Background: an optimization exercise with open tools, aiming at small area, a short achievable clock period and few clock cycles. Do not read the settings as production practice.
Function was not checked in any run shown here: the RTL went through the layout flow alone.
Power is estimated from default activity; no workload was simulated.

### flow/design.v
`timescale 1ns/1ps
package cpu_pkg;
    typedef logic [64-1:0]         word_t;
    typedef logic [8-1:0]         sel_t;
    typedef logic [$clog2(32)-1:0] reg_id_t;
    typedef enum logic [7-1:0] {
        OP_NOP     = 7'h00,
        OP_SET     = 7'h01,
        OP_LOAD    = 7'h02,
        OP_STORE   = 7'h03,
        OP_JUMP    = 7'h04,
        OP_TESTBIT = 7'h05,
        OP_SUB     = 7'h06,
        OP_SHIFTL  = 7'h07,
        OP_OR      = 7'h08,
        OP_AND     = 7'h09,
        OP_XOR     = 7'h0a,
        OP_ADD     = 7'h0b,
        OP_SHIFTR  = 7'h0c,
        OP_HALT    = 7'h7f
    } opcode_e;
    typedef enum logic [2-1:0] {
        FMT_RRO = 2'd0,
        FMT_RIS = 2'd1,
        FMT_I   = 2'd2
    } format_e;
    typedef enum logic [4-1:0] {
        COND_ALWAYS = 4'd0,
        COND_IF_Z   = 4'd1,
        COND_IF_NZ  = 4'd9
    } cond_e;
    typedef struct packed {
        opcode_e                    opcode;
        format_e                    format;
        cond_e                      cond;
        logic [51-1:0] body;
    } instr_t;
    typedef struct packed {
        logic  we;
        word_t adr;
        word_t dat;
    } bus_req_t;
    typedef struct packed {
        logic  err;
        word_t dat;
    } bus_rsp_t;
    typedef struct packed {
        opcode_e                    opcode;
        format_e                    format;
        logic [41-1:0]  imm;
        logic [5-1:0]  shift;
        logic [51-1:0] imm_long;
        word_t                      dst_val;
        word_t                      src_val;
    } alu_op_t;
    typedef struct packed {
        logic  we;
        logic  pc_we;
        word_t result;
        logic  flag_we;
        logic  flag;
    } alu_res_t;
endpackage
`timescale 1ns/1ps
module cpu_regfile (
    input  logic        clk_i,
    input  logic        rst_i,
    input  logic        we_i,
    input  logic [4:0]  wid_i,
    input  logic [63:0] wdat_i,
    input  logic [31:0] rsel_i,
    input  logic [63:0] pc_i,
    output logic [30:0] valid_o,
    output logic [63:0] rdat_o
);
    logic [63:0] regs [0:30];
    logic [30:0] valid;
    assign valid_o = valid;
    always_ff @(posedge clk_i) begin
        if (rst_i) begin
            valid <= '0;
        end else if (we_i && wid_i != 5'd31) begin
            valid[wid_i] <= 1'b1;
        end
    end
    always_ff @(posedge clk_i) begin
        if (we_i && wid_i != 5'd31) begin
            regs[wid_i] <= wdat_i;
        end
    end
    always_comb begin
        rdat_o = rsel_i[31] ? pc_i : '0;
        for (int i = 0; i < 31; i++) begin
            if (rsel_i[i]) begin
                rdat_o = rdat_o | regs[i];
            end
        end
    end
endmodule
`timescale 1ns/1ps
module cpu_alu (
    input  logic [63:0] op_i,
    input  logic [63:0] tmp_i,
    input  logic [50:0] body_i,
    input  logic        c_set_i,
    input  logic        c_add_i,
    input  logic        c_sub_i,
    input  logic        c_shl_i,
    input  logic        c_shr_i,
    input  logic        c_or_i,
    input  logic        c_and_i,
    input  logic        c_xor_i,
    input  logic        fmt_rro_i,
    output logic [63:0] result_o,
    output logic        z_sub_o,
    output logic        z_tb_o
);
    logic [40:0] imm;
    logic [4:0]  shl;
    logic [63:0] imm_ext;
    logic [64:0] sum_x;
    logic        set_imm;
    logic        left;
    logic [63:0] src;
    logic [5:0]  amt;
    logic        big;
    logic [63:0] x;
    logic [63:0] y;
    logic [63:0] y_rev;
    logic [63:0] sh;
    assign imm     = body_i[45:5];
    assign shl     = body_i[4:0];
    assign imm_ext = {23'd0, imm};
    assign sum_x   = {op_i, 1'b1} + {(c_sub_i ? ~imm_ext : imm_ext), c_sub_i};
    assign z_sub_o = (op_i == imm_ext);
    assign set_imm = c_set_i & ~fmt_rro_i;
    assign left    = set_imm | c_shl_i;
    assign src     = set_imm ? imm_ext : op_i;
    assign amt     = set_imm ? {1'b0, shl} : imm[5:0];
    assign big     = ~set_imm & (|imm[40:6]);
    always_comb begin
        for (int i = 0; i < 64; i++) begin
            x[i] = left ? src[i] : src[63-i];
        end
    end
    assign y = x << amt;
    always_comb begin
        for (int i = 0; i < 64; i++) begin
            y_rev[i] = y[63-i];
        end
    end
    assign sh     = big ? '0 : (left ? y : y_rev);
    assign z_tb_o = big | ~y[63];
    always_comb begin
        result_o = '0;
        if (c_set_i & fmt_rro_i)          result_o = result_o | op_i;
        if (set_imm | c_shl_i | c_shr_i)  result_o = result_o | sh;
        if (c_add_i | c_sub_i)            result_o = result_o | sum_x[64:1];
        if (c_or_i)                       result_o = result_o | (op_i | tmp_i);
        if (c_and_i)                      result_o = result_o | (op_i & tmp_i);
        if (c_xor_i)                      result_o = result_o | (op_i ^ tmp_i);
    end
endmodule
`timescale 1ns/1ps
`timescale 1ns/1ps
module cpu_control (
    input  logic        clk_i,
    input  logic        rst_i,
    output logic        cyc_o,
    output logic        we_o,
    output logic [63:0] adr_o,
    input  logic        ack_i,
    input  logic        err_i,
    input  logic [63:0] dat_i,
    output logic        rf_we_o,
    output logic [4:0]  rf_wid_o,
    output logic [63:0] rf_wdat_o,
    output logic [31:0] rf_rsel_o,
    input  logic [30:0] rf_valid_i,
    output logic [63:0] pc_o,
    input  logic [63:0] rd_i,
    output logic [63:0] op_o,
    output logic [63:0] tmp_o,
    output logic [50:0] body_o,
    output logic        c_set_o,
    output logic        c_add_o,
    output logic        c_sub_o,
    output logic        c_shl_o,
    output logic        c_shr_o,
    output logic        c_or_o,
    output logic        c_and_o,
    output logic        c_xor_o,
    output logic        fmt_rro_o,
    input  logic [63:0] result_i,
    input  logic        z_sub_i,
    input  logic        z_tb_i
);
    logic        cyc;
    logic        dphase;      
    logic        wr;
    logic        halted;
    logic        boot;
    logic [63:0] pc;          
    logic [63:0] maddr;       
    logic        zf;
    logic        r_v;
    logic        r_step;      
    logic        r_stl;       
    logic [50:0] r_body;
    logic [4:0]  r_ra;        
    logic [31:0] rsel;        
    logic        r_fwd;       
    logic        r_set, r_add, r_sub, r_shl, r_shr, r_or, r_and, r_xor;
    logic        r_jump, r_load, r_store, r_tb, r_halt;
    logic        r_fmt_rro, r_fmt_i, r_if_z, r_if_nz;
    logic        x_v;
    logic        x_pass;
    logic        x_stl;       
    logic [50:0] x_body;
    logic [63:0] op;
    logic        x_set, x_add, x_sub, x_shl, x_shr, x_or, x_and, x_xor;
    logic        x_tb, x_fmt_rro;
    logic        fack, dack, berr;
    assign fack = cyc & ~dphase & ack_i;
    assign dack = cyc &  dphase & ack_i;
    assign berr = cyc & err_i;
    assign cyc_o     = cyc;
    assign we_o      = wr;
    assign adr_o     = dphase ? maddr : pc;
    assign pc_o      = pc;
    assign rf_rsel_o = rsel;
    assign op_o      = op;
    assign tmp_o     = maddr;
    assign body_o    = x_body;
    assign c_set_o   = x_set;
    assign c_add_o   = x_add;
    assign c_sub_o   = x_sub;
    assign c_shl_o   = x_shl;
    assign c_shr_o   = x_shr;
    assign c_or_o    = x_or;
    assign c_and_o   = x_and;
    assign c_xor_o   = x_xor;
    assign fmt_rro_o = x_fmt_rro;
    logic [6:0] n_op;
    logic [1:0] n_fmt;
    logic [3:0] n_cond;
    logic       n_set, n_load, n_store, n_jump, n_tb, n_sub, n_shl, n_or;
    logic       n_and, n_xor, n_add, n_shr, n_halt;
    logic       n_if_z, n_if_nz, n_d31;
    logic       n_alu1, n_alu2;
    logic       zknown, n_pass, n_fail, n_djump, n_nop, n_cont;
    logic [4:0] n_ra;
    assign n_op   = dat_i[63:57];
    assign n_fmt  = dat_i[56:55];
    assign n_cond = dat_i[54:51];
    assign n_set   = (n_op == 7'h01);
    assign n_load  = (n_op == 7'h02);
    assign n_store = (n_op == 7'h03);
    assign n_jump  = (n_op == 7'h04);
    assign n_tb    = (n_op == 7'h05);
    assign n_sub   = (n_op == 7'h06);
    assign n_shl   = (n_op == 7'h07);
    assign n_or    = (n_op == 7'h08);
    assign n_and   = (n_op == 7'h09);
    assign n_xor   = (n_op == 7'h0a);
    assign n_add   = (n_op == 7'h0b);
    assign n_shr   = (n_op == 7'h0c);
    assign n_halt  = (n_op == 7'h7f);
    assign n_if_z  = (n_cond == 4'd1);
    assign n_if_nz = (n_cond == 4'd9);
    assign n_d31   = (dat_i[50:46] == 5'd31);
    assign n_alu1 = n_set | n_add | n_sub | n_shl | n_shr;
    assign n_alu2 = n_or | n_and | n_xor;
    assign n_nop  = ~(n_alu1 | n_alu2 | n_tb | n_load | n_store | n_jump | n_halt);
    assign zknown  = ~(r_v & (r_sub | r_tb)) & ~(x_v & (x_sub | x_tb));
    assign n_pass  = zknown & ~(n_if_z & ~zf) & ~(n_if_nz & zf);
    assign n_fail  = zknown &  ((n_if_z & ~zf) | (n_if_nz & zf));
    assign n_djump = n_jump & (n_fmt == 2'd2) & n_pass;
    assign n_cont  = n_nop | n_fail | n_tb | n_djump | (n_alu1 & ~n_d31);
    assign n_ra    = ((n_set & n_fmt == 2'd0) | n_load | n_alu2) ? dat_i[45:41] : dat_i[50:46];
    logic [4:0]  r_d, r_s;
    logic        r_d31, r_alu2, r_wr_d, r_mem, r_pcop, r_hold;
    logic        z_next, pass_r;
    logic [63:0] rval;
    logic [63:0] addend;
    logic [63:0] tsum;
    assign r_d    = r_body[50:46];
    assign r_s    = r_body[45:41];
    assign r_d31  = (r_d == 5'd31);
    assign r_alu2 = r_or | r_and | r_xor;
    assign r_wr_d = r_set | r_add | r_sub | r_shl | r_shr | r_alu2;
    assign r_mem  = r_load | r_store;
    assign r_pcop = r_jump | (r_add & r_d31);
    assign r_hold = r_v & r_fwd & (r_mem | (r_jump & ~r_fmt_i));
    assign z_next = (x_v & x_pass & x_sub) ? z_sub_i :
                    (x_v & x_pass & x_tb)  ? z_tb_i  : zf;
    assign pass_r = ~(r_if_z & ~z_next) & ~(r_if_nz & z_next);
    assign rval   = (r_fwd & x_pass) ? result_i : rd_i;
    assign addend = r_mem ? {23'd0, r_body[40:0]} : (r_add ? {23'd0, r_body[45:5]} : '0);
    assign tsum   = rd_i + addend;
    logic [4:0] x_d;
    logic       x_wr_d, x_write;
    assign x_d     = x_body[50:46];
    assign x_wr_d  = x_set | x_add | x_sub | x_shl | x_shr | x_or | x_and | x_xor;
    assign x_write = x_v & x_pass & x_wr_d;
    always_comb begin
        rf_we_o   = 1'b0;
        rf_wid_o  = x_d;
        rf_wdat_o = result_i;
        if (dack) begin
            rf_we_o   = ~wr;
            rf_wid_o  = r_d;
            rf_wdat_o = dat_i;
        end else if (x_write) begin
            rf_we_o   = 1'b1;
        end
    end
    logic [4:0]  ra_next;
    logic [31:0] vmask;
    always_comb begin
        vmask = {1'b1, rf_valid_i};
        if (rf_we_o) vmask[rf_wid_o] = 1'b1;
    end
    always_comb begin
        ra_next = r_ra;
        if (fack) begin
            ra_next = n_ra;
        end else if (r_v & ~r_hold & r_alu2 & ~r_step) begin
            ra_next = r_d;
        end else if (r_v & ~r_hold & r_mem) begin
            ra_next = r_s;
        end
    end
    always_ff @(posedge clk_i) begin
        r_ra  <= ra_next;
        r_fwd <= fack & r_v & r_wr_d & ~r_d31 & (r_d == n_ra);
        for (int i = 0; i < 32; i++) begin
            rsel[i] <= (ra_next == 5'(i)) & vmask[i];
        end
    end
    always_ff @(posedge clk_i) begin
        if (rst_i) begin
            cyc    <= 1'b0;
            dphase <= 1'b0;
            wr     <= 1'b0;
            halted <= 1'b0;
            boot   <= 1'b1;
            pc     <= 64'h800000000000;
            zf     <= 1'b0;
            r_v    <= 1'b0;
            r_step <= 1'b0;
            x_v    <= 1'b0;
        end else begin
            boot <= 1'b0;
            if (boot) begin
                cyc <= 1'b1;
            end
            zf <= z_next;
            x_v <= 1'b0;
            if (x_v) begin
                if (x_write & (x_d == 5'd31)) begin
                    pc <= result_i;
                end
                if (x_stl) begin
                    cyc <= 1'b1;
                end
            end
            if (r_v & ~r_hold) begin
                r_v <= 1'b0;
                if (r_alu2 & ~r_step) begin
                    if (pass_r) begin
                        maddr  <= rval;
                        r_v    <= 1'b1;
                        r_step <= 1'b1;
                        if (~r_d31) cyc <= 1'b1;
                    end else begin
                        cyc <= 1'b1;
                    end
                end else if (r_mem) begin
                    cyc <= 1'b1;
                    if (pass_r) begin
                        maddr  <= tsum;
                        dphase <= 1'b1;
                        wr     <= r_store;
                    end
                end else if (r_pcop) begin
                    cyc <= 1'b1;
                    if (pass_r) begin
                        pc <= (r_jump & r_fmt_i) ? {13'd0, r_body} : tsum;
                    end
                end else if (r_halt) begin
                    if (pass_r) begin
                        halted <= 1'b1;
                    end else begin
                        cyc <= 1'b1;
                    end
                end else begin
                    x_v       <= 1'b1;
                    x_pass    <= pass_r;
                    x_stl     <= r_wr_d & r_d31;
                    x_body    <= r_body;
                    op        <= rval;
                    x_set     <= r_set;
                    x_add     <= r_add;
                    x_sub     <= r_sub;
                    x_shl     <= r_shl;
                    x_shr     <= r_shr;
                    x_or      <= r_or;
                    x_and     <= r_and;
                    x_xor     <= r_xor;
                    x_tb      <= r_tb;
                    x_fmt_rro <= r_fmt_rro;
                end
            end
            if (dack) begin
                dphase <= 1'b0;
                wr     <= 1'b0;
                if (~wr && r_d31) pc <= dat_i;
            end
            if (fack) begin
                r_body    <= dat_i[50:0];
                r_v       <= ~(n_nop | n_fail | n_djump);
                r_step    <= 1'b0;
                r_stl     <= ~n_cont;
                cyc       <= n_cont;
                pc        <= n_djump ? {13'd0, dat_i[50:0]} : pc + 64'd8;
                r_set     <= n_set;
                r_add     <= n_add;
                r_sub     <= n_sub;
                r_shl     <= n_shl;
                r_shr     <= n_shr;
                r_or      <= n_or;
                r_and     <= n_and;
                r_xor     <= n_xor;
                r_jump    <= n_jump;
                r_load    <= n_load;
                r_store   <= n_store;
                r_tb      <= n_tb;
                r_halt    <= n_halt;
                r_fmt_rro <= (n_fmt == 2'd0);
                r_fmt_i   <= (n_fmt == 2'd2);
                r_if_z    <= n_if_z;
                r_if_nz   <= n_if_nz;
            end
            if (berr) begin
                cyc    <= 1'b0;
                dphase <= 1'b0;
                wr     <= 1'b0;
                halted <= 1'b1;
                r_v    <= 1'b0;
                x_v    <= 1'b0;
            end
        end
    end
endmodule
`timescale 1ns/1ps
module cpu_top (
    input  logic  clk_i,
    input  logic  rst_i,
    output logic  cyc_o,
    output logic  stb_o,
    output logic  we_o,
    output cpu_pkg::sel_t  sel_o,
    output cpu_pkg::word_t adr_o,
    output cpu_pkg::word_t dat_o,
    input  logic  ack_i,
    input  logic  err_i,
    input  cpu_pkg::word_t dat_i
);
    logic        rf_we;
    logic [4:0]  rf_wid;
    logic [63:0] rf_wdat;
    logic [31:0] rf_rsel;
    logic [30:0] rf_valid;
    logic [63:0] pc;
    logic [63:0] rd;
    logic [63:0] op;
    logic [63:0] tmp;
    logic [50:0] body;
    logic        c_set, c_add, c_sub, c_shl, c_shr, c_or, c_and, c_xor;
    logic        fmt_rro;
    logic [63:0] result;
    logic        z_sub, z_tb;
    assign sel_o = 8'hff;
    assign stb_o = cyc_o;
    assign dat_o = rd;
    cpu_control u_control (
        .clk_i      (clk_i),
        .rst_i      (rst_i),
        .cyc_o      (cyc_o),
        .we_o       (we_o),
        .adr_o      (adr_o),
        .ack_i      (ack_i),
        .err_i      (err_i),
        .dat_i      (dat_i),
        .rf_we_o    (rf_we),
        .rf_wid_o   (rf_wid),
        .rf_wdat_o  (rf_wdat),
        .rf_rsel_o  (rf_rsel),
        .rf_valid_i (rf_valid),
        .pc_o       (pc),
        .rd_i       (rd),
        .op_o       (op),
        .tmp_o      (tmp),
        .body_o     (body),
        .c_set_o    (c_set),
        .c_add_o    (c_add),
        .c_sub_o    (c_sub),
        .c_shl_o    (c_shl),
        .c_shr_o    (c_shr),
        .c_or_o     (c_or),
        .c_and_o    (c_and),
        .c_xor_o    (c_xor),
        .fmt_rro_o  (fmt_rro),
        .result_i   (result),
        .z_sub_i    (z_sub),
        .z_tb_i     (z_tb)
    );
    cpu_regfile u_regfile (
        .clk_i   (clk_i),
        .rst_i   (rst_i),
        .we_i    (rf_we),
        .wid_i   (rf_wid),
        .wdat_i  (rf_wdat),
        .rsel_i  (rf_rsel),
        .pc_i    (pc),
        .valid_o (rf_valid),
        .rdat_o  (rd)
    );
    cpu_alu u_alu (
        .op_i      (op),
        .tmp_i     (tmp),
        .body_i    (body),
        .c_set_i   (c_set),
        .c_add_i   (c_add),
        .c_sub_i   (c_sub),
        .c_shl_i   (c_shl),
        .c_shr_i   (c_shr),
        .c_or_i    (c_or),
        .c_and_i   (c_and),
        .c_xor_i   (c_xor),
        .fmt_rro_i (fmt_rro),
        .result_o  (result),
        .z_sub_o   (z_sub),
        .z_tb_o    (z_tb)
    );
endmodule
### flow/run.sh
#!/bin/bash
# synth_recipe.tcl (not shown) runs the flow's synth.tcl, then flattens the netlist and writes it again
# the make line also repeats each setting of config.mk as NAME=value (left out here)
make -C /OpenROAD-flow-scripts/flow DESIGN_CONFIG=/design/flow/config.mk WORK_HOME=/design/flow/orfs CLKGATE_MAP_FILE= SYNTH_SCRIPT=/design/flow/synth_recipe.tcl finish
### flow/config.mk
export PLATFORM = sky130hd
export DESIGN_NAME = cpu_top
export DESIGN_NICKNAME = cpu_top
export VERILOG_FILES = /design/flow/design.v
export SDC_FILE = /design/flow/constraint.sdc
export NUM_CORES = 4
export LEC_CHECK = 0
export CAP_MARGIN = 20
export CORE_MARGIN = 2
export CORE_UTILIZATION = 40
export SETUP_SLACK_MARGIN = 5
export SLEW_MARGIN = 20
### flow/constraint.sdc
create_clock -name core_clock -period 10.0 [get_ports {clk_i}]
set_input_delay 2.0000 -clock core_clock [delete_from_list [all_inputs] [get_ports {clk_i}]]
set_output_delay 2.0000 -clock core_clock [all_outputs]
set_load 0.01 [all_outputs]
==> impl_metrics.json, run 1 <==
{
  "critical_path.cell_chain": "buf_12 -> buf_16 -> buf_4 -> a22oi_2 -> nand4_1 -> or4_4 -> buf_6 -> buf_6",
  "mostFrequentLayoutCell": "edfxtp_1",
  "crit_slowest_cell": "or4_4",
  "yosysWarnings": 3,
  "drive_gt1_share_pct": 25.3,
  "cpPeakStageDelay_ps": 630,
  "final_cell_mix": "2243 x edfxtp_1, 731 x a22oi_1, 568 x buf_4",
  "ys_ff_latch": 2384,
  "cts.sinks": 2384,
  "synthFlopType": "edfxtp_1",
  "arrival_ps": 3340,
  "required_ps": 8000,
  "dp_slack_ps": 3010,
  "area_growth_syn_to_layout_pct": 25.5,
  "dp.cells": 11900,
  "grt_pass1_vias": 83500,
  "rows": 192,
  "initialDrtViolationCount": 17100,
  "cts-root-buf": "clkbuf_16",
  "tightestPinTransition_ps": 1450,
  "hold_violations": 0,
  "finalSetupViolCount": 0,
  "synth.yosys.seq_area_share_pct": 63.8,
  "grt_max_degree": 67,
  "fmax_mhz": 187,
  "slew_headroom_pct": 2.72,
  "io_buffers": 198,
  "ant_nets": 0,
  "dieWidth_um": 529,
  "cp_max_fo": 7,
  "num_io_pins": 207,
  "start_util_pct": 40.2,
  "status": "timing/DRC/antenna clean",
  "die_h_um": 529,
  "crit_path_frequent_cell": "buf_6",
  "wl_per_cell_um": 45.8,
  "worstSetupPathType": "reg -> out",
  "synthDistinctLibCells": 104,
  "final_net_count": 9528,
  "cts_buffers": 229,
  "fin_hold_ws_ps": 455,
  "clk_latency_ps": 950,
  "antenna_found_initial": 26,
  "holdBufCountCts": 0,
  "clock_skew_ps": 89.5,
  "min_path_type": "reg -> reg",
  "peakVddDrop_mv": 0.148,
  "start_kind": "flop",
  "syn-cell-area_um2": 110000,
  "die_area_um2": 279000,
  "finalWirelength_mm": 596,
  "post-route-period-util_pct": 53.4,
  "end_kind": "output pin",
  "drc_errors": 0,
  "dr.pass1.iters": 7,
  "grt_usage_pct": 40.8,
  "overflow": 0,
  "period_minus_slack_ps": 5340,
  "clk_pin_slew_worst_paths_ps": 70,
  "p_per_area_nw_per_um2": 144,
  "instances_no_fill": 13000,
  "dp_hpwl_mm": 352,
  "cap_violations": 0,
  "cts_tree": "yes",
  "netlist_instances": 8395,
  "synthArstFlopShare_pct": 0,
  "final.setup.worst_slack_ps": 4660,
  "core_area_um2": 274000,
  "timing.setup.tns_ps": 0,
  "avgSynthCellArea_um2": 13.1,
  "grt_pass1_wl_mm": 769,
  "leakagePower_nw": 46.7,
  "via_per_inst": 7.03,
  "synth_edf_count": 2243,
  "num_vias": 91400,
  "rsz0062_at_grt": "yes",
  "clk_path_buf_depth": 4,
  "drv_slew": 0,
  "gp_congestion": 1.03,
  "utilization_pct": 50.5,
  "htreeDepth": 4
}
[critical path, delay by kind of cell (launching register included)]
family / cells / cell delay [ps]
flops: 1 / 480
simple gates: 2 / 1020
compound gates: 1 / 160
buf+inv: 5 / 760
[area by class of cell]
cell class	count	area, µm²
Tap cell	3589	4490
Fill cell	23000	136000
Timing Repair Buffer	1144	13600
Sequential cell	2384	70300
Antenna cell	20	50.0
Clock inverter	122	1260
Multi-Input combinational cell	5278	41600
Inverter	185	751
Clock buffer	286	6040
[cells in the mapped netlist (26+ instances only)]
| master | n | share of area, % |
|---|---|---|
| a211oi_1 | 55 | 0.38 |
| a21o_1 | 74 | 0.50 |
| a21oi_1 | 337 | 1.5 |
| a221o_1 | 30 | 0.27 |
| a221oi_1 | 161 | 1.3 |
| a22o_1 | 101 | 0.80 |
| a22oi_1 | 899 | 6.1 |
| a31oi_1 | 47 | 0.27 |
| and3_1 | 43 | 0.24 |
| buf_1 | 104 | 0.35 |
| buf_2 | 51 | 0.23 |
| buf_4 | 30 | 0.20 |
| clkbuf_1 | 374 | 1.3 |
| dfxtp_1 | 141 | 2.6 |
| edfxtp_1 | 2243 | 61 |
| ha_1 | 237 | 2.7 |
| inv_1 | 184 | 0.63 |
| mux2_2 | 214 | 2.2 |
| mux2i_1 | 141 | 1.3 |
| mux4_2 | 53 | 1.1 |
| nand2_1 | 542 | 1.8 |
| nand3_1 | 240 | 1.1 |
| nand4_1 | 227 | 1.3 |
| nor2_1 | 485 | 1.7 |
| nor3_1 | 113 | 0.51 |
| nor4_1 | 54 | 0.31 |
| o2111ai_1 | 28 | 0.22 |
| o211ai_1 | 58 | 0.40 |
| o21a_1 | 26 | 0.18 |
| o21ai_0 | 312 | 1.4 |
| o221ai_1 | 37 | 0.29 |
| o22ai_1 | 45 | 0.26 |
| or3_1 | 31 | 0.18 |
| or4_1 | 57 | 0.39 |
| xnor2_1 | 144 | 1.1 |
| xor2_1 | 112 | 0.89 |
[path summary, 6_finish.rpt]
check,slack (ps),startpoint,cells after the start,endpoint
min reg2reg,460,u_regfile.valid[10]$_SDFFE_PP0P_,2,u_regfile.valid[10]$_SDFFE_PP0P_
max reg2reg,4670,u_control.rsel[23]$_DFF_P_,21,u_control.maddr[62]$_DFFE_PP_
min,460,u_regfile.valid[10]$_SDFFE_PP0P_,2,u_regfile.valid[10]$_SDFFE_PP0P_
max,4660,u_control.rsel[9]$_DFF_P_,8,dat_o[32]
[cells by family after synthesis]
kind of cell,count (synthesis),synth area share [%]
buffers and inverters,760,2.87
multiplexers,415,4.67
flip-flops,2384,63.8
adder cells (fa/ha/maj),238,2.71
other,1,0.00341
AO/OA/AOI/OAI,2408,15.5
AND/OR/NAND/NOR,1933,8.43
XOR/XNOR,256,2.04
[state kept, by name, summed over array words and instances (netlist names), 5 cells and up]
| name | count |
|---|---|
| u_control.r_body | 51 |
| u_control.x_body | 51 |
| u_control.r_ra | 5 |
| u_control.maddr | 64 |
| u_control.pc | 64 |
| u_control.rsel | 32 |
| u_control.op | 64 |
| u_regfile.regs | 1984 |
| u_regfile.valid | 31 |
[timing repair]
action,4_1_cts,5_1_grt
buffers inserted,404,183
gates cloned,55,17
resized for setup,976,500
setup endpoints to repair,4321,1829
pin swaps,199,261
[stage by stage]
step / instance area, µm² / total power, mW
6_report: 138000 / 19.8
3_5_place_dp: 117000 / 11.2
2_1_floorplan: 110000 / 11.1
3_3_place_gp: 117000 / 11.2
4_1_cts: 134000 / 19.8
5_1_grt: 138000 / 20.1
[layer usage]
layer	part of all wire [%]	track usage (%)	up-vias	routed length [µm]
li1	-	-	35200	-
met1	34	49.6	45900	202000
met2	43	60.2	8329	254000
met3	13	12.0	2057	78400
met4	10	33.1	12	61700
met5	0.050	0.623	-	297
[where the power goes]
part / leakage, nW / internal (mW) / switching [mW]
Sequential: 21.0 / 10.8 / 0.0255
Combinational: 22.2 / 0.0893 / 0.198
Clock: 3.51 / 4.84 / 3.92
Total: 46.7 / 15.7 / 4.14
==> run 2: changes to the inputs <==
--- a/flow/design.v
+++ b/flow/design.v
@@ -111,5 +111,5 @@
     input  logic        c_and_i,
     input  logic        c_xor_i,
-    input  logic        fmt_rro_i,
+    input  logic        c_mov_i,
     output logic [63:0] result_o,
     output logic        z_sub_o,
@@ -132,7 +132,7 @@
     assign shl     = body_i[4:0];
     assign imm_ext = {23'd0, imm};
-    assign sum_x   = {op_i, 1'b1} + {(c_sub_i ? ~imm_ext : imm_ext), c_sub_i};
-    assign z_sub_o = (op_i == imm_ext);
-    assign set_imm = c_set_i & ~fmt_rro_i;
+    assign sum_x   = {op_i, 1'b1} + {{23{c_sub_i}}, imm, c_sub_i};
+    assign z_sub_o = (op_i == {23'd0, ~imm});
+    assign set_imm = c_set_i & ~c_mov_i;
     assign left    = set_imm | c_shl_i;
     assign src     = set_imm ? imm_ext : op_i;
@@ -154,5 +154,5 @@
     always_comb begin
         result_o = '0;
-        if (c_set_i & fmt_rro_i)          result_o = result_o | op_i;
+        if (c_mov_i)                      result_o = result_o | op_i;
         if (set_imm | c_shl_i | c_shr_i)  result_o = result_o | sh;
         if (c_add_i | c_sub_i)            result_o = result_o | sum_x[64:1];
@@ -175,9 +175,9 @@
     output logic        rf_we_o,
     output logic [4:0]  rf_wid_o,
-    output logic [63:0] rf_wdat_o,
     output logic [31:0] rf_rsel_o,
     input  logic [30:0] rf_valid_i,
     output logic [63:0] pc_o,
     input  logic [63:0] rd_i,
+    output logic [63:0] dato_o,
     output logic [63:0] op_o,
     output logic [63:0] tmp_o,
@@ -191,5 +191,5 @@
     output logic        c_and_o,
     output logic        c_xor_o,
-    output logic        fmt_rro_o,
+    output logic        c_mov_o,
     input  logic [63:0] result_i,
     input  logic        z_sub_i,
@@ -204,7 +204,11 @@
     logic [63:0] maddr;       
     logic        zf;
+    logic        pcw;         
+    logic        pcw_v;       
+    logic [63:0] bval;
+    logic [4:0]  bid;
+    logic        bv;
     logic        r_v;
     logic        r_step;      
-    logic        r_stl;       
     logic [50:0] r_body;
     logic [4:0]  r_ra;        
@@ -217,8 +221,8 @@
     logic        x_pass;
     logic        x_stl;       
-    logic [50:0] x_body;
-    logic [63:0] op;
+    logic [50:0] x_body;      
+    logic [63:0] op;          
     logic        x_set, x_add, x_sub, x_shl, x_shr, x_or, x_and, x_xor;
-    logic        x_tb, x_fmt_rro;
+    logic        x_tb, x_mov;
     logic        fack, dack, berr;
     assign fack = cyc & ~dphase & ack_i;
@@ -230,4 +234,5 @@
     assign pc_o      = pc;
     assign rf_rsel_o = rsel;
+    assign dato_o    = op;
     assign op_o      = op;
     assign tmp_o     = maddr;
@@ -241,5 +246,5 @@
     assign c_and_o   = x_and;
     assign c_xor_o   = x_xor;
-    assign fmt_rro_o = x_fmt_rro;
+    assign c_mov_o   = x_mov;
     logic [6:0] n_op;
     logic [1:0] n_fmt;
@@ -278,11 +283,21 @@
     assign n_djump = n_jump & (n_fmt == 2'd2) & n_pass;
     assign n_cont  = n_nop | n_fail | n_tb | n_djump | (n_alu1 & ~n_d31);
-    assign n_ra    = ((n_set & n_fmt == 2'd0) | n_load | n_alu2) ? dat_i[45:41] : dat_i[50:46];
-    logic [4:0]  r_d, r_s;
+    assign n_ra    = ((n_set & n_fmt == 2'd0) | n_load | n_alu2 |
+                      (n_store & ((bv & bid == dat_i[50:46]) | n_d31))) ? dat_i[45:41] : dat_i[50:46];
+    logic [4:0]  r_d, r_s, x_d;
+    logic        x_wr_d, x_write, x_d31;
     logic        r_d31, r_alu2, r_wr_d, r_mem, r_pcop, r_hold;
-    logic        z_next, pass_r;
+    logic        z_next, z_fast, pass_r, pass_x, r_zwait;
+    logic        fsel;
     logic [63:0] rval;
-    logic [63:0] addend;
+    logic [4:0]  r_base;
+    logic        b_hit, b_load, r_b31;
+    logic [63:0] agu_a;
+    logic [63:0] agu_b;
     logic [63:0] tsum;
+    assign x_d     = x_body[50:46];
+    assign x_d31   = (x_d == 5'd31);
+    assign x_wr_d  = x_set | x_add | x_sub | x_shl | x_shr | x_or | x_and | x_xor | x_mov;
+    assign x_write = x_v & x_pass & x_wr_d;
     assign r_d    = r_body[50:46];
     assign r_s    = r_body[45:41];
@@ -292,28 +307,23 @@
     assign r_mem  = r_load | r_store;
     assign r_pcop = r_jump | (r_add & r_d31);
-    assign r_hold = r_v & r_fwd & (r_mem | (r_jump & ~r_fmt_i));
-    assign z_next = (x_v & x_pass & x_sub) ? z_sub_i :
-                    (x_v & x_pass & x_tb)  ? z_tb_i  : zf;
-    assign pass_r = ~(r_if_z & ~z_next) & ~(r_if_nz & z_next);
-    assign rval   = (r_fwd & x_pass) ? result_i : rd_i;
-    assign addend = r_mem ? {23'd0, r_body[40:0]} : (r_add ? {23'd0, r_body[45:5]} : '0);
-    assign tsum   = rd_i + addend;
-    logic [4:0] x_d;
-    logic       x_wr_d, x_write;
-    assign x_d     = x_body[50:46];
-    assign x_wr_d  = x_set | x_add | x_sub | x_shl | x_shr | x_or | x_and | x_xor;
-    assign x_write = x_v & x_pass & x_wr_d;
-    always_comb begin
-        rf_we_o   = 1'b0;
-        rf_wid_o  = x_d;
-        rf_wdat_o = result_i;
-        if (dack) begin
-            rf_we_o   = ~wr;
-            rf_wid_o  = r_d;
-            rf_wdat_o = dat_i;
-        end else if (x_write) begin
-            rf_we_o   = 1'b1;
-        end
-    end
+    assign r_base = r_load ? r_s : r_d;
+    assign r_b31  = (r_base == 5'd31);
+    assign b_hit  = r_b31 | (bv & (bid == r_base) & ~(x_write & (x_d == bid)));
+    assign z_next  = (x_v & x_pass & x_sub) ? z_sub_i :
+                     (x_v & x_pass & x_tb)  ? z_tb_i  : zf;
+    assign z_fast  = (x_v & x_pass & x_sub) ? z_sub_i : zf;
+    assign pass_r  = ~(r_if_z & ~z_fast) & ~(r_if_nz & z_fast);
+    assign pass_x  = ~(r_if_z & ~z_next) & ~(r_if_nz & z_next);
+    assign r_zwait = x_v & x_tb & (r_if_z | r_if_nz) &
+                     (r_mem | r_pcop | r_halt | (r_alu2 & ~r_step));
+    assign r_hold  = r_v & ((r_mem & ~b_hit) | r_zwait);
+    assign b_load  = r_v & r_mem & ~b_hit & (r_ra == r_base) & ~r_fwd;
+    assign fsel   = (r_fwd | (x_v & x_stl)) & x_pass;
+    assign rval   = fsel ? result_i : rd_i;
+    assign agu_a  = (r_mem & ~r_b31) ? bval : pc;
+    assign agu_b  = r_mem ? {23'd0, r_body[40:0]} : {23'd0, r_body[45:5]};
+    assign tsum   = agu_a + agu_b;
+    assign rf_we_o  = x_write & ~x_d31;
+    assign rf_wid_o = x_d;
     logic [4:0]  ra_next;
     logic [31:0] vmask;
@@ -328,6 +338,6 @@
         end else if (r_v & ~r_hold & r_alu2 & ~r_step) begin
             ra_next = r_d;
-        end else if (r_v & ~r_hold & r_mem) begin
-            ra_next = r_s;
+        end else if (r_v & r_store) begin
+            ra_next = (b_hit | b_load) ? r_s : r_d;
         end
     end
@@ -348,7 +358,9 @@
             pc     <= 64'h800000000000;
             zf     <= 1'b0;
+            pcw    <= 1'b0;
             r_v    <= 1'b0;
             r_step <= 1'b0;
             x_v    <= 1'b0;
+            bv     <= 1'b0;
         end else begin
             boot <= 1'b0;
@@ -357,12 +369,22 @@
             end
             zf <= z_next;
+            if (rf_we_o && rf_wid_o == bid) begin
+                bv <= 1'b0;
+            end
+            if (b_load) begin
+                bval <= rd_i;
+                bid  <= r_base;
+                bv   <= 1'b1;
+            end
+            pcw <= 1'b0;
+            if (pcw) begin
+                if (pcw_v) pc <= op;
+                cyc <= 1'b1;
+            end
             x_v <= 1'b0;
-            if (x_v) begin
-                if (x_write & (x_d == 5'd31)) begin
-                    pc <= result_i;
-                end
-                if (x_stl) begin
-                    cyc <= 1'b1;
-                end
+            if (x_v & x_stl) begin
+                pcw   <= 1'b1;
+                pcw_v <= x_pass;
+                op    <= rval;
             end
             if (r_v & ~r_hold) begin
@@ -378,7 +400,8 @@
                     end
                 end else if (r_mem) begin
-                    cyc <= 1'b1;
+                    cyc   <= 1'b1;
+                    maddr <= tsum;
+                    op    <= rval;
                     if (pass_r) begin
-                        maddr  <= tsum;
                         dphase <= 1'b1;
                         wr     <= r_store;
@@ -387,5 +410,6 @@
                     cyc <= 1'b1;
                     if (pass_r) begin
-                        pc <= (r_jump & r_fmt_i) ? {13'd0, r_body} : tsum;
+                        pc <= (r_jump & r_fmt_i) ? {13'd0, r_body} :
+                              r_jump             ? rval : tsum;
                     end
                 end else if (r_halt) begin
@@ -397,7 +421,7 @@
                 end else begin
                     x_v       <= 1'b1;
-                    x_pass    <= pass_r;
+                    x_pass    <= pass_x;
                     x_stl     <= r_wr_d & r_d31;
-                    x_body    <= r_body;
+                    x_body    <= {r_body[50:46], r_body[45:5] ^ {41{r_sub}}, r_body[4:0]};
                     op        <= rval;
                     x_set     <= r_set;
@@ -410,5 +434,5 @@
                     x_xor     <= r_xor;
                     x_tb      <= r_tb;
-                    x_fmt_rro <= r_fmt_rro;
+                    x_mov     <= r_set & r_fmt_rro;
                 end
             end
@@ -416,5 +440,25 @@
                 dphase <= 1'b0;
                 wr     <= 1'b0;
-                if (~wr && r_d31) pc <= dat_i;
+                if (~wr) begin
+                    if (r_d31) begin
+                        pc <= dat_i;
+                    end else begin
+                        x_v    <= 1'b1;
+                        x_pass <= 1'b1;
+                        x_stl  <= 1'b0;
+                        x_body <= r_body;
+                        op     <= dat_i;
+                        x_set  <= 1'b0;
+                        x_add  <= 1'b0;
+                        x_sub  <= 1'b0;
+                        x_shl  <= 1'b0;
+                        x_shr  <= 1'b0;
+                        x_or   <= 1'b0;
+                        x_and  <= 1'b0;
+                        x_xor  <= 1'b0;
+                        x_tb   <= 1'b0;
+                        x_mov  <= 1'b1;
+                    end
+                end
             end
             if (fack) begin
@@ -422,5 +466,4 @@
                 r_v       <= ~(n_nop | n_fail | n_djump);
                 r_step    <= 1'b0;
-                r_stl     <= ~n_cont;
                 cyc       <= n_cont;
                 pc        <= n_djump ? {13'd0, dat_i[50:0]} : pc + 64'd8;
@@ -470,5 +513,4 @@
     logic        rf_we;
     logic [4:0]  rf_wid;
-    logic [63:0] rf_wdat;
     logic [31:0] rf_rsel;
     logic [30:0] rf_valid;
@@ -479,10 +521,11 @@
     logic [50:0] body;
     logic        c_set, c_add, c_sub, c_shl, c_shr, c_or, c_and, c_xor;
-    logic        fmt_rro;
+    logic        c_mov;
     logic [63:0] result;
     logic        z_sub, z_tb;
     assign sel_o = 8'hff;
     assign stb_o = cyc_o;
-    assign dat_o = rd;
+    logic [63:0] dato;
+    assign dat_o = dato;
     cpu_control u_control (
         .clk_i      (clk_i),
@@ -496,9 +539,9 @@
         .rf_we_o    (rf_we),
         .rf_wid_o   (rf_wid),
-        .rf_wdat_o  (rf_wdat),
         .rf_rsel_o  (rf_rsel),
         .rf_valid_i (rf_valid),
         .pc_o       (pc),
         .rd_i       (rd),
+        .dato_o     (dato),
         .op_o       (op),
         .tmp_o      (tmp),
@@ -512,5 +555,5 @@
         .c_and_o    (c_and),
         .c_xor_o    (c_xor),
-        .fmt_rro_o  (fmt_rro),
+        .c_mov_o    (c_mov),
         .result_i   (result),
         .z_sub_i    (z_sub),
@@ -522,5 +565,5 @@
         .we_i    (rf_we),
         .wid_i   (rf_wid),
-        .wdat_i  (rf_wdat),
+        .wdat_i  (result),
         .rsel_i  (rf_rsel),
         .pc_i    (pc),
@@ -540,5 +583,5 @@
         .c_and_i   (c_and),
         .c_xor_i   (c_xor),
-        .fmt_rro_i (fmt_rro),
+        .c_mov_i   (c_mov),
         .result_o  (result),
         .z_sub_o   (z_sub),
==> impl_metrics.json, run 2 <==
{
  "cpPeakStageDelay_ps": 1020,
  "regMostFlops": "u_regfile.regs",
  "critical_path.cell_chain": "mux2i_1 -> nor3_1 -> o21ai_0 -> a21oi_1 -> nor3_2 -> o31ai_1 -> nand2_1 -> o21ai_0 -> a21oi_4 -> clkinvlp_4 -> buf_4",
  "cap_violations": 0,
  "setup.worst_path.start": "u_control.op[46]$_DFFE_PN_",
  "core_area_um2": 288000,
  "min_path_type": "reg -> reg",
  "r2r_slack_ps": 4650,
  "dp_hpwl_mm": 414,
  "clk_pin_slew_worst_paths_ps": 60,
  "num_vias": 97700,
  "final_area_um2": 135000,
  "antenna_found_initial": 62,
  "htreeDepth": 5,
  "dp_slack_ps": 3360,
  "yosysWarnings": 3,
  "crit_slowest_cell": "edfxtp_1",
  "synthDistinctLibCells": 108,
  "area_growth_syn_to_layout_pct": 16.4,
  "synth_top_area_share_pct": 59.8,
  "gp_congestion": 1.15,
  "post-route-period-util_pct": 53.5,
  "r2r-end": "u_regfile.regs[16][17]$_DFFE_PP_",
  "worstSetupPathType": "reg -> reg",
  "die_area_um2": 295000,
  "clockPowerShare_pct": 40.1,
  "synth_edf_count": 2313,
  "timing.setup.tns_ps": 0,
  "synthFlopType": "edfxtp_1",
  "overflow": 0,
  "combPwrFrac_pct": 11.7,
  "period_minus_slack_ps": 5350,
  "ys_ff_latch": 2456,
  "hold_violations": 0,
  "p_int_mw": 17.6,
  "instances_no_fill": 13600,
  "slew_headroom_pct": 13.7,
  "syn-cell-area_um2": 116000,
  "clk_path_buf_depth": 4,
  "num_io_pins": 207,
  "arrival_ps": 5980,
  "holdBufCountCts": 0,
  "ff2ff_path_depth": 11,
  "fillers": 25700,
  "r2r-start": "u_control.op[46]$_DFFE_PN_",
  "grt_pass1_wl_mm": 830,
  "rsz0062_at_grt": "yes",
  "seqCellArea_um2": 72400,
  "synthArstFlopShare_pct": 0,
  "cts.sinks": 2456,
  "p_seq_share_pct": 48.2,
  "wl_per_cell_um": 46.2,
  "p_per_area_nw_per_um2": 177,
  "multi_input_area_um2": 42500,
  "die_h_um": 543,
  "cts_buffers": 266,
  "avgSynthCellArea_um2": 12.5,
  "synth.yosys.seq_area_share_pct": 62.3,
  "end_kind": "flop",
  "synthTopCellsByArea": "edfxtp_1 60%, a22oi_1 5.5%, nand2_1 3.0%, ha_1 2.6%, dfxtp_1 2.5%",
  "cts_tree": "yes",
  "placed_area_um2": 124000,
  "start_util_pct": 40.3,
  "crit_path_frequent_cell": "o21ai_0",
  "clk_latency_ps": 860,
  "start_kind": "flop",
  "peakVddDrop_mv": 0.124,
  "p_sw_share_pct": 26.3,
  "status": "timing/DRC/antenna clean",
  "yosysMostFrequentCell": "edfxtp_1",
  "dr.pass1.iters": 14,
  "cp_max_fo": 15,
  "total_power_mw": 23.9,
  "grt_max_degree": 87,
  "finalSetupViolCount": 0,
  "synth_area_leader_cell": "edfxtp_1",
  "largest_reg_flops": 1984,
  "cts-root-buf": "clkbuf_16",
  "netlist_instances": 9293,
  "final_cell_mix": "2313 x edfxtp_1, 912 x nand2_1, 842 x a22oi_1",
  "drv_slew": 0,
  "ant_nets": 0,
  "crit_path_end": "u_regfile.regs[16][17]$_DFFE_PP_",
  "io_buffers": 198,
  "rows": 197,
  "dieWidth_um": 543,
  "tightestPinTransition_ps": 1290,
  "drc_errors": 0,
  "drive_gt1_share_pct": 15.1,
  "final.setup.worst_slack_ps": 4650,
  "clock_skew_ps": 81.1,
  "mostFrequentLayoutCell": "edfxtp_1",
  "dp.cells": 13000,
  "leakagePower_nw": 45.2,
  "finalWirelength_mm": 630,
  "grt_usage_pct": 41.8,
  "final_net_count": 9922,
  "required_ps": 10630,
  "switching_power_mw": 6.30,
  "initialDrtViolationCount": 16500,
  "via_per_inst": 7.16,
  "synth_commonest_cells": "2313 x edfxtp_1, 926 x nand2_1, 843 x a22oi_1, 471 x nor2_1, 425 x clkbuf_1",
  "fmax_mhz": 187,
  "grt_pass1_vias": 89300
}
[run 2: cell types whose count changed after synthesis, sizes merged, moves of 48 or more]
| cell | before | now |
|---|---|---|
| nor3 | 113 | 182 |
| nand2b | 24 | 72 |
| nand3 | 240 | 304 |
| nand2 | 544 | 926 |
| mux2 | 217 | 132 |
| o21ai | 325 | 382 |
| o211ai | 58 | 127 |
| edfxtp | 2243 | 2313 |
| o221a | 4 | 67 |
| a22oi | 899 | 843 |
| clkbuf | 374 | 425 |
[run 2: cell families (layout without fill, tap and decap cells)]
logic type      count (synthesis)  after routing  synth area share [%]
flops                        2456           2456                  62.3
mux                           350            350                  3.69
xor+xnor                      194            194                  1.46
buf+inv                       861           1363                  3.02
other cells                     1             54               0.00323
compound gates               2731           2737                  17.0
fa+ha+maj                     240            240                  2.60
simple gates                 2460           2463                  9.91
[run 2: what timing repair did]
action	in CTS	in global routing
setup endpoints to repair	2273	829
gates cloned	14	1
setup buffers	57	39
pin swaps	20	23
resized for setup	188	120
[run 2: how the worst min path moves through the flow]
| stage | slack, ps | depth (start not counted) | startpoint | end |
|---|---|---|---|---|
| finish | 460 | 2 | u_regfile.valid[1]$_SDFFE_PP0P_ | u_regfile.valid[1]$_SDFFE_PP0P_ |
| global route | 470 | 2 | u_regfile.valid[26]$_SDFFE_PP0P_ | u_regfile.valid[26]$_SDFFE_PP0P_ |
| CTS | 450 | 2 | u_regfile.valid[1]$_SDFFE_PP0P_ | u_regfile.valid[1]$_SDFFE_PP0P_ |
| detailed placement | 440 | 2 | u_regfile.valid[1]$_SDFFE_PP0P_ | u_regfile.valid[1]$_SDFFE_PP0P_ |
| global placement | 430 | 2 | u_regfile.valid[14]$_SDFFE_PP0P_ | u_regfile.valid[14]$_SDFFE_PP0P_ |
| floorplan | 420 | 2 | u_regfile.valid[10]$_SDFFE_PP0P_ | u_regfile.valid[10]$_SDFFE_PP0P_ |
[run 2: per-stage QoR]
stage | utilization, % | hold slack, ps
floorplan | - | 424
global placement | 43.1 | 433
detailed placement | 43.1 | 440
CTS | 46.5 | 455
global route | 46.8 | 473
finish | 46.9 | 458
[run 2: critical path, delay by kind of cell, from the launching register on]
family | cells | cell delay, ps
AO/OA/AOI/OAI | 5 | 2350
AND/OR/NAND/NOR | 3 | 1200
flip-flops | 1 | 1020
buffers and inverters | 2 | 400
multiplexers | 1 | 170
[run 2: area by class of cell]
type                    instances  share of cell area [%]
repair inverters                2                  0.0111
clock buffers                 342                    5.24
repair buffers                690                    4.69
clock inverters               123                   0.820
multi-input cells            5992                    31.4
well taps                    3781                    3.50
diodes                         46                  0.0852
inverters                     206                   0.599
flip-flops and latches       2456                    53.6
[run 2: power by group through the flow]
stage	combinational (mW)	sequential [mW]	clock, mW
6_report	2.80	11.5	9.59
3_3_place_gp	2.40	11.8	0
3_5_place_dp	2.41	11.8	0
2_1_floorplan	1.14	11.7	0
4_1_cts	2.55	11.5	9.60
5_1_grt	2.80	11.5	10.0
[run 2: metal layers]
metal  track usage, %  wire length [µm]  vias up
met2             61.5            270000     8624
met1             51.2            220000    49300
met4             33.0             60100       20
met5                0               362        -
met3             12.5             79600     2182
li1                 -                 -    37600
==> run 3: changes to the inputs <==
--- a/flow/design.v
+++ b/flow/design.v
@@ -214,5 +214,6 @@
     logic [4:0]  r_ra;        
     logic [31:0] rsel;        
-    logic        r_fwd;       
+    logic        r_dep;       
+    logic        r_resume;    
     logic        r_set, r_add, r_sub, r_shl, r_shr, r_or, r_and, r_xor;
     logic        r_jump, r_load, r_store, r_tb, r_halt;
@@ -254,5 +255,5 @@
     logic       n_if_z, n_if_nz, n_d31;
     logic       n_alu1, n_alu2;
-    logic       zknown, n_pass, n_fail, n_djump, n_nop, n_cont;
+    logic       zknown, n_pass, n_fail, n_djump, n_nop, n_cont, n_dep;
     logic [4:0] n_ra;
     assign n_op   = dat_i[63:57];
@@ -285,10 +286,10 @@
     assign n_ra    = ((n_set & n_fmt == 2'd0) | n_load | n_alu2 |
                       (n_store & ((bv & bid == dat_i[50:46]) | n_d31))) ? dat_i[45:41] : dat_i[50:46];
+    assign n_dep   = r_v & r_wr_d & ~r_d31 & (r_d == n_ra) &
+                     ~(n_nop | n_fail | n_halt | (n_set & n_fmt != 2'd0) | (n_jump & n_fmt == 2'd2));
     logic [4:0]  r_d, r_s, x_d;
     logic        x_wr_d, x_write, x_d31;
     logic        r_d31, r_alu2, r_wr_d, r_mem, r_pcop, r_hold;
     logic        z_next, z_fast, pass_r, pass_x, r_zwait;
-    logic        fsel;
-    logic [63:0] rval;
     logic [4:0]  r_base;
     logic        b_hit, b_load, r_b31;
@@ -317,8 +318,6 @@
     assign r_zwait = x_v & x_tb & (r_if_z | r_if_nz) &
                      (r_mem | r_pcop | r_halt | (r_alu2 & ~r_step));
-    assign r_hold  = r_v & ((r_mem & ~b_hit) | r_zwait);
-    assign b_load  = r_v & r_mem & ~b_hit & (r_ra == r_base) & ~r_fwd;
-    assign fsel   = (r_fwd | (x_v & x_stl)) & x_pass;
-    assign rval   = fsel ? result_i : rd_i;
+    assign r_hold  = r_v & ((r_mem & ~b_hit) | r_zwait | r_dep);
+    assign b_load  = r_v & r_mem & ~b_hit & (r_ra == r_base) & ~r_dep;
     assign agu_a  = (r_mem & ~r_b31) ? bval : pc;
     assign agu_b  = r_mem ? {23'd0, r_body[40:0]} : {23'd0, r_body[45:5]};
@@ -344,5 +343,5 @@
     always_ff @(posedge clk_i) begin
         r_ra  <= ra_next;
-        r_fwd <= fack & r_v & r_wr_d & ~r_d31 & (r_d == n_ra);
+        r_dep <= fack & n_dep;
         for (int i = 0; i < 32; i++) begin
             rsel[i] <= (ra_next == 5'(i)) & vmask[i];
@@ -361,4 +360,5 @@
             r_v    <= 1'b0;
             r_step <= 1'b0;
+            r_resume <= 1'b0;
             x_v    <= 1'b0;
             bv     <= 1'b0;
@@ -379,5 +379,5 @@
             pcw <= 1'b0;
             if (pcw) begin
-                if (pcw_v) pc <= op;
+                if (pcw_v) pc <= maddr;
                 cyc <= 1'b1;
             end
@@ -386,5 +386,9 @@
                 pcw   <= 1'b1;
                 pcw_v <= x_pass;
-                op    <= rval;
+                maddr <= result_i;
+            end
+            r_resume <= 1'b0;
+            if (r_resume) begin
+                cyc <= 1'b1;
             end
             if (r_v & ~r_hold) begin
@@ -392,5 +396,5 @@
                 if (r_alu2 & ~r_step) begin
                     if (pass_r) begin
-                        maddr  <= rval;
+                        maddr  <= rd_i;
                         r_v    <= 1'b1;
                         r_step <= 1'b1;
@@ -402,5 +406,5 @@
                     cyc   <= 1'b1;
                     maddr <= tsum;
-                    op    <= rval;
+                    op    <= rd_i;
                     if (pass_r) begin
                         dphase <= 1'b1;
@@ -411,5 +415,5 @@
                     if (pass_r) begin
                         pc <= (r_jump & r_fmt_i) ? {13'd0, r_body} :
-                              r_jump             ? rval : tsum;
+                              r_jump             ? rd_i : tsum;
                     end
                 end else if (r_halt) begin
@@ -424,5 +428,5 @@
                     x_stl     <= r_wr_d & r_d31;
                     x_body    <= {r_body[50:46], r_body[45:5] ^ {41{r_sub}}, r_body[4:0]};
-                    op        <= rval;
+                    op        <= rd_i;
                     x_set     <= r_set;
                     x_add     <= r_add;
@@ -466,5 +470,6 @@
                 r_v       <= ~(n_nop | n_fail | n_djump);
                 r_step    <= 1'b0;
-                cyc       <= n_cont;
+                cyc       <= n_cont & ~n_dep;
+                r_resume  <= n_cont & n_dep;
                 pc        <= n_djump ? {13'd0, dat_i[50:0]} : pc + 64'd8;
                 r_set     <= n_set;
==> impl_metrics.json, run 3 <==
{
  "die_area_um2": 296000,
  "fin_hold_ws_ps": 456,
  "p_sw_share_pct": 26.8,
  "end_kind": "flop",
  "synth_area_leader_cell": "edfxtp_1",
  "setup.worst_path.start": "u_control.x_mov$_DFFE_PN_",
  "regMostFlops": "u_regfile.regs",
  "grt_pass1_wl_mm": 825,
  "crit_path_end": "u_regfile.regs[10][63]$_DFFE_PP_",
  "arrival_ps": 5840,
  "wl_per_cell_um": 46.8,
  "synthDistinctLibCells": 109,
  "dp_hpwl_mm": 410,
  "top_usage_layer": "met2",
  "io_buffers": 198,
  "crit_slowest_cell": "o311ai_4",
  "rsz0062_at_grt": "yes",
  "fmax_mhz": 193,
  "synthTopCellsByArea": "edfxtp_1 60%, a22oi_1 5.6%, nand2_1 2.6%, ha_1 2.5%, dfxtp_1 2.5%",
  "period_minus_slack_ps": 5180,
  "synthFlopType": "edfxtp_1",
  "start_util_pct": 40.1,
  "status": "timing/DRC/antenna clean",
  "cp_max_fo": 38,
  "leakagePower_nw": 44.8,
  "cts_tree": "yes",
  "syn-cell-area_um2": 117000,
  "fillers": 25800,
  "holdBufCountCts": 0,
  "via_per_inst": 7.13,
  "synth.yosys.seq_area_share_pct": 62.1,
  "clockPowerShare_pct": 40.4,
  "combPwrFrac_pct": 11.8,
  "worstSetupPathType": "reg -> reg",
  "ff2ff_path_depth": 14,
  "clock_skew_ps": 63.0,
  "die_h_um": 544,
  "r2r_slack_ps": 4820,
  "synth_edf_count": 2313,
  "use_met2_pct": 61.6,
  "dr.pass1.iters": 9,
  "yosysWarnings": 3,
  "ys_ff_latch": 2457,
  "ant_nets": 0,
  "drc_errors": 0,
  "mostFrequentLayoutCell": "edfxtp_1",
  "largest_reg_flops": 1984,
  "p_seq_share_pct": 47.8,
  "grt_usage_pct": 41.4,
  "htreeDepth": 5,
  "area_growth_syn_to_layout_pct": 16.3,
  "timing.setup.tns_ps": 0,
  "required_ps": 10660,
  "use_met3_pct": 12.3,
  "synth_top_area_share_pct": 59.6,
  "tightestPinTransition_ps": 1260,
  "cap_violations": 0,
  "grt_max_degree": 182,
  "min_path_type": "reg -> reg",
  "yosysMostFrequentCell": "edfxtp_1",
  "synthArstFlopShare_pct": 0,
  "p_int_mw": 17.8,
  "grt_use_met1_pct": 51.4,
  "dieWidth_um": 544,
  "num_io_pins": 207,
  "initialDrtViolationCount": 17600,
  "start_kind": "flop",
  "avgSynthCellArea_um2": 12.7,
  "num_vias": 97300,
  "final_cell_mix": "2313 x edfxtp_1, 870 x a22oi_1, 792 x nand2_1",
  "slew_headroom_pct": 16.1,
  "overflow": 0,
  "grt_pass1_vias": 88700,
  "cts.sinks": 2457,
  "antenna_found_initial": 85,
  "switching_power_mw": 6.53,
  "rows": 198,
  "r2r-end": "u_regfile.regs[10][63]$_DFFE_PP_",
  "cpPeakStageDelay_ps": 530,
  "finalWirelength_mm": 638,
  "post-route-period-util_pct": 51.8,
  "p_per_area_nw_per_um2": 180,
  "clk_pin_slew_worst_paths_ps": 60,
  "drv_slew": 0,
  "clk_latency_ps": 940,
  "netlist_instances": 9167,
  "r2r-start": "u_control.x_mov$_DFFE_PN_",
  "clk_path_buf_depth": 4,
  "cts_buffers": 268,
  "gp_congestion": 1.08,
  "core_area_um2": 290000,
  "finalSetupViolCount": 0,
  "hold_violations": 0,
  "final_net_count": 9803,
  "critical_path.cell_chain": "buf_12 -> and2b_4 -> buf_4 -> mux2_8 -> buf_8 -> nand2_1 -> o311ai_4 -> o22ai_1 -> a211o_1 -> a21oi_2 -> nor3b_1 -> buf_4 -> clkinvlp_4 -> buf_12",
  "synth_commonest_cells": "2313 x edfxtp_1, 872 x a22oi_1, 809 x nand2_1, 443 x o21ai_0, 430 x nor2_1",
  "peakVddDrop_mv": 0.159,
  "cts-root-buf": "clkbuf_16",
  "drive_gt1_share_pct": 15.3
}
==> run 3: cell types whose count changed after synthesis, sizes merged, moves of 38 or more <==
| cell | change |
|---|---|
| buf | +41 |
| mux2 | +56 |
| nand2 | -117 |
| nand3 | -49 |
| nor2 | -38 |
| nor3 | -58 |
| o21ai | +98 |
| o221a | -57 |
==> run 3: worst max-delay path, delay by kind of cell (launching register included) <==
family | cells | cell delay [ps]
and+or+nand+nor | 3 | 950
AOI/OAI and AO/OA | 4 | 1640
muxes | 1 | 390
buffers and inverters | 6 | 1340
DFF | 1 | 440
==> run 3: per-stage QoR <==
stage	setup WS, ps	util (%)	cell area, µm²	total power [mW]	std cells
2_1_floorplan	4920	-	117000	13.0	9174
3_3_place_gp	3370	42.8	124000	14.4	13000
3_5_place_dp	3400	42.9	124000	14.4	13000
4_1_cts	4810	46.3	134000	24.1	13500
5_1_grt	4940	46.7	135000	24.7	13600
6_report	4820	46.7	136000	24.4	13600
==> run 3: cell type report <==
cell class / instances / area (µm²) / area share (%)
sequential: 2457 / 72500 / 53.5
clock buffer: 349 / 7280 / 5.37
inverter: 191 / 743 / 0.548
antenna: 43 / 108 / 0.0794
timing repair inverter: 5 / 37.5 / 0.0277
timing repair buffer: 701 / 6420 / 4.74
multi-input combinational: 5872 / 42400 / 31.3
clock inverter: 129 / 1190 / 0.881
tap: 3900 / 4880 / 3.60
==> run 3: cells by family after synthesis <==
family / synth area share (%)
AOI/OAI and AO/OA: 17.0
muxes: 5.16
other: 0.00322
buffers and inverters: 3.05
xor gates and xnor gates: 1.46
and+or+nand+nor: 8.74
DFF: 62.1
adders and majority gates: 2.58
==> run 3: worst min-delay path by stage <==
stage | startpoint | end | depth (start not counted)
2_1_floorplan | u_regfile.valid[19]$_SDFFE_PP0P_ | u_regfile.valid[19]$_SDFFE_PP0P_ | 2
5_1_grt | u_regfile.valid[14]$_SDFFE_PP0P_ | u_regfile.valid[14]$_SDFFE_PP0P_ | 2
3_5_place_dp | u_regfile.valid[2]$_SDFFE_PP0P_ | u_regfile.valid[2]$_SDFFE_PP0P_ | 2
6_report | u_regfile.valid[2]$_SDFFE_PP0P_ | u_regfile.valid[2]$_SDFFE_PP0P_ | 2
4_1_cts | u_regfile.valid[14]$_SDFFE_PP0P_ | u_regfile.valid[14]$_SDFFE_PP0P_ | 2
3_3_place_gp | u_regfile.valid[11]$_SDFFE_PP0P_ | u_regfile.valid[11]$_SDFFE_PP0P_ | 2
==> run 3: power by group through the flow <==
stage	registers [mW]	clock network [mW]	logic, mW
finish	11.6	9.85	2.88
floorplan	11.8	0	1.23
detailed placement	11.9	0	2.52
global placement	11.9	0	2.50
CTS	11.6	9.85	2.62
global route	11.6	10.2	2.88
==> run 3: metal layers <==
metal | share of wire (%) | vias to the layer above
met3 | 14 | 2114
met2 | 43 | 8710
met5 | 0.050 | -
met4 | 9.1 | 40
met1 | 35 | 49300
li1 | - | 37200
==> run 3: timing repair <==
| item | CTS | global route |
|---|---|---|
| setup endpoints to repair | 2828 | 1179 |
| pin swaps | 18 | 23 |
| endpoints found under the hold margin | 0 | 0 |
| setup buffers | 51 | 47 |
| gates resized for setup | 174 | 103 |
| gates cloned | 8 | 9 |

==> port drivers added, routing unchanged <==
The results above use ideal ports. As a check the final layouts listed here were re-extracted and re-timed, cells and wires unchanged. Step 1 assumes that a clkbuf_16 drives the clock port and a buf_2 every other input. Step 2 moves the port delays by t, midway between the first and last clock arrival at a register: inputs arrive t later, outputs are due t later. That takes back most of the time a late clock gives input paths. a / b / c = ideal / step 1 / step 2; a / b = the first two.
run | t (ns) | setup slack, ns | worst setup path at the end
run 1 | 0.994 | 4.663 / 4.579 / 3.980 | input to register
run 2 | 0.934 | 4.654 / 4.654 / 4.053 | input to register
run 3 | 1.006 | 4.818 / 4.733 / 4.036 | input to register
After both steps every run listed still meets setup and hold. For run 3, which loses most, drivers alone change the setup slack by -0.085 ns; drivers and shift together by -0.782 ns.
